Source: an optimization exercise on an open RTL-to-GDS flow (aim: small area, a short achievable clock period and few clock cycles). Production flows keep margins and buffers that such runs may drop.
Only simulation tests tie the RTL to the original design; equivalence was not proved.
No activity file was given, so power comes from the tool's default toggle rates.

==> flow/design.v <==
package sched_pkg;
    typedef enum logic [3:0] {
        OP_ADD  = 4'h0,
        OP_SUB  = 4'h1,
        OP_AND  = 4'h2,
        OP_XOR  = 4'h3,
        OP_ADDI = 4'h8,
        OP_LUI  = 4'h9                               
    } opcode_e;
    typedef struct packed {
        opcode_e                           opcode;
        logic [$clog2(8)-1:0]    rd;
        logic [$clog2(8)-1:0]    rs1;
        logic [$clog2(8)-1:0]    rs2;
        logic [2:0]                        spare;   
    } insn_reg_t;
    typedef struct packed {
        opcode_e                           opcode;
        logic [$clog2(8)-1:0]    rd;
        logic [$clog2(8)-1:0]    rs1;
        logic [5:0]                        imm;
    } insn_imm_t;
    typedef union packed {
        insn_reg_t r;
        insn_imm_t i;
    } insn_u;
    typedef struct packed {
        opcode_e                           opcode;
        logic [$clog2(8)-1:0]    rd;
        logic [$clog2(8)-1:0]    rs1;
        logic [$clog2(8)-1:0]    rs2;     
        logic [16-1:0]          imm;     
        logic                              is_imm;
        logic [8-1:0]           seq;
    } entry_t;
    typedef struct packed {
        logic [8-1:0]           seq;
        logic [$clog2(8)-1:0]    rd;
        logic [16-1:0]          value;
    } result_t;
endpackage
`timescale 1ns/1ps
module sched_top (
    input  logic               clk,
    input  logic               rst,
    input  logic               in_req,
    input  logic [15:0]        in_insn,
    input  logic               out_ack,
    output logic               in_ack,
    output logic               out_req,
    output logic [26:0]        out_result
);
    logic [15:0] rf [8];
    logic [7:0]  rs1_q, rs2_q;      
    logic [5:0]  imm_q;             
    logic        lui_q;             
    logic        sub_q, and_q, xor_q;
    logic [2:0]  rd_q;
    logic        rst_q;             
    logic        s1_v;              
    logic        s2_v;              
    logic        full;              
    logic        acc;               
    logic        mv;                
    logic [15:0] p_q, g_q;          
    logic        cin_q;
    logic [2:0]  rd_p;              
    logic [3:0]  op;
    logic [15:0] a, b, imm, p_d, g_d;
    logic        cin_d;
    logic [16:0] c;
    logic [15:0] pg_g [5];
    logic [15:0] pg_p [5];
    logic [15:0] sum;
    assign acc = in_req && !in_ack && !s1_v;
    assign mv  = s1_v && !s2_v && (!full || (out_req && out_ack));
    logic       d_def, d_reg, d_lui;
    logic [7:0] d_rs1, d_rs2;
    always_comb begin
        op    = in_insn[15:12];
        d_def = op == 4'h0 || op == 4'h1 || op == 4'h2 || op == 4'h3 || op == 4'h8 || op == 4'h9;
        d_reg = !op[3] && d_def;
        d_lui = op == 4'h9;
        d_rs1 = (d_def && !d_lui) ? (8'd1 << in_insn[8:6]) : 8'd0;
        d_rs2 = d_reg ? (8'd1 << in_insn[5:3]) : 8'd0;
    end
    always_comb begin
        a = '0;
        b = '0;
        for (int r = 0; r < 8; r++) begin
            a = a | (rf[r] & {16{rs1_q[r]}});
            b = b | (rf[r] & {16{rs2_q[r]}});
        end
        b = b | {imm_q & {6{lui_q}}, 4'd0, imm_q & {6{!lui_q}}};
        if (sub_q) b = ~b;
        p_d   = and_q ? (a & b) : (a ^ b);
        g_d   = (and_q || xor_q) ? 16'd0 : (a & b);
        cin_d = sub_q;
        g_d[0] = sub_q ? (a[0] | b[0]) : g_d[0];
        pg_g[0] = g_q;
        pg_p[0] = p_q;
        for (int l = 1; l <= 4; l++) begin
            pg_g[l] = pg_g[l-1];
            pg_p[l] = pg_p[l-1];
            for (int i = 0; i < 16; i++) begin
                if (((i >> (l - 1)) & 1) == 1) begin
                    pg_g[l][i] = pg_g[l-1][i] | (pg_p[l-1][i] & pg_g[l-1][((i >> (l - 1)) << (l - 1)) - 1]);
                    pg_p[l][i] = pg_p[l-1][i] & pg_p[l-1][((i >> (l - 1)) << (l - 1)) - 1];
                end
            end
        end
        c   = {pg_g[4], cin_q};
        sum = p_q ^ c[15:0];
    end
    always_ff @(posedge clk) begin
        if (rst) begin
            rs1_q <= '0;
            rs2_q <= '0;
            imm_q <= '0;
            lui_q <= 1'b0;
            sub_q <= 1'b0;
            and_q <= 1'b0;
            xor_q <= 1'b0;
        end else if (!s1_v) begin
            rs1_q <= d_rs1;
            rs2_q <= d_rs2;
            imm_q <= (op == 4'h8 || d_lui) ? in_insn[5:0] : 6'd0;
            lui_q <= d_lui;
            sub_q <= op == 4'h1;
            and_q <= op == 4'h2;
            xor_q <= op == 4'h3;
        end
    end
    always_ff @(posedge clk) begin
        if (!s1_v) rd_q <= in_insn[11:9];
    end
    always_ff @(posedge clk) begin
        if (rst) begin
            p_q   <= 16'd0;
            g_q   <= 16'd0;
            cin_q <= 1'b0;
        end else if (mv) begin
            p_q   <= p_d;
            g_q   <= g_d;
            cin_q <= cin_d;
            rd_p  <= rd_q;
        end
        rst_q <= rst;
    end
    always_ff @(posedge clk) begin
        for (int r = 0; r < 8; r++) begin
            if (rst_q || (s2_v && rd_p == 3'(r))) rf[r] <= sum;
        end
    end
    always_ff @(posedge clk) begin
        if (rst) begin
            in_ack            <= 1'b0;
            s1_v              <= 1'b0;
            s2_v              <= 1'b0;
            full              <= 1'b0;
            out_req           <= 1'b0;
        end else begin
            if (acc)                    in_ack <= 1'b1;
            else if (in_ack && !in_req) in_ack <= 1'b0;
            if (acc)     s1_v <= 1'b1;
            else if (mv) s1_v <= 1'b0;
            s2_v <= mv;
            if (s2_v) begin
                full              <= 1'b1;
                out_req           <= !out_ack;
            end else if (out_req && out_ack) begin
                full    <= 1'b0;
                out_req <= 1'b0;
            end else if (full && !out_req && !out_ack) begin
                out_req <= 1'b1;
            end
        end
    end
    always_ff @(posedge clk) begin
        if (rst) out_result[26:19] <= 8'hff;        
        else     out_result[26:19] <= out_result[26:19] + {7'd0, s2_v};
        out_result[18:0] <= {rd_p, sum};
    end
endmodule
export LEC_CHECK = 0
export ABC_CLOCK_PERIOD_IN_PS = 2400
export CAP_MARGIN = 20
export CORE_MARGIN = 2
export CORE_UTILIZATION = 70
export CTS_BUF_LIST = sky130_fd_sc_hd__clkbuf_8
export CTS_CLUSTER_DIAMETER = 60
export CTS_CLUSTER_SIZE = 15
export SETUP_SLACK_MARGIN = 4.6
export SLEW_MARGIN = 60
create_clock -name core_clock -period 7.0 [get_ports {clk}]
standard.sh (not shown) runs the stock make flow with config.mk's settings and CLKGATE_MAP_FILE= SYNTH_SCRIPT=/design/flow/synth_recipe.tcl, a recipe that flattens the netlist after the stock synthesis.
==> flow/flow/run.sh <==
#!/bin/bash
# The standard ORFS layout (the standard.sh, with config.mk's settings),
# changed in two ways through ORFS's own variables:
#  - ports are buffered with buf_4 rather than the delay cell buffer_ports
#    picks by default (footprint matching then keeps that cell from being
#    resized into a plain buffer);
#  - clock tree synthesis adds no dummy loads.
set -euo pipefail
export BUFFER_PORTS_ARGS="-buffer_cell sky130_fd_sc_hd__buf_4"
export CTS_ARGS="-sink_clustering_enable -repair_clock_nets -dont_use_dummy_load -buf_list sky130_fd_sc_hd__clkbuf_8 -sink_clustering_size 15 -sink_clustering_max_diameter 60"
bash standard.sh > standard.log 2>&1
Testbench counts at the start, summed over its fixed seeds: cycles 6,408.
Edit:
ABC_CLOCK_PERIOD_IN_PS = 2500   (was 2400)
CORE_UTILIZATION = 65   (was 70)
SETUP_SLACK_MARGIN = 4.5   (was 4.6)
SLEW_MARGIN = 20   (was 60)
What happened: The changed run completed without violations. First-iteration DRC count is lower by 10%. Design area is lower by 2.9%. Via count stays flat. Worst setup slack got worse by 0.042 ns. Global-route usage is lower by 1.9 points. Wire length is lower by 0.81%. Final cell count is lower by 0.64%. Count of clock-buffer cells in the layout is higher by 1. Power hardly moves. Sequential share of layout area is higher by 1.4 points.
Edit:
ABC_CLOCK_PERIOD_IN_PS = 2400   (was 2500)
CORE_UTILIZATION = 75   (was 65)
SETUP_SLACK_MARGIN = 4.6   (was 4.5)
Worst setup slack is better by 0.058 ns; routed wire length came out higher by about 0.6%; sequential share of layout area goes down by 0.26 points; via count goes up by about 1.7%; die area went down by 13%; non-clock buffer count came out higher by 3.

-- afterwards: timing with drivers on the ports --
The results above use ideal ports. As a check the final layouts listed here were re-extracted and re-timed, cells and wires unchanged.
Step 1 (the two cells are an assumption about what drives the block):
set clk [get_ports {clk}]
set_driving_cell -lib_cell sky130_fd_sc_hd__clkbuf_16 $clk
set_driving_cell -lib_cell sky130_fd_sc_hd__buf_2 [delete_from_list [all_inputs] $clk]
Step 2 adds t to the input delays and takes it off the output delays; t is the mean of the earliest and latest rising clock arrival at the registers after step 1. Input paths then give back, and output paths get back, about the clock's delay inside the block.
a / b / c = no drivers / after step 1 / after step 2; a / b = the first two.
run	t (ns)	slack for setup (ns)	clock arrival spread, ns	cell pins on the clock port's net
the first run	0.552	4.605 / 4.568 / 4.145	0.032 / 0.032	1
the second run	0.536	4.563 / 4.527 / 4.115	0.053 / 0.054	1
the third run	0.538	4.621 / 4.586 / 4.212	0.024 / 0.024	1
After both steps setup and hold are still met in every run listed. The setup slack of the first run, which loses most, moves by -0.037 ns with the drivers and by -0.460 ns with both steps.
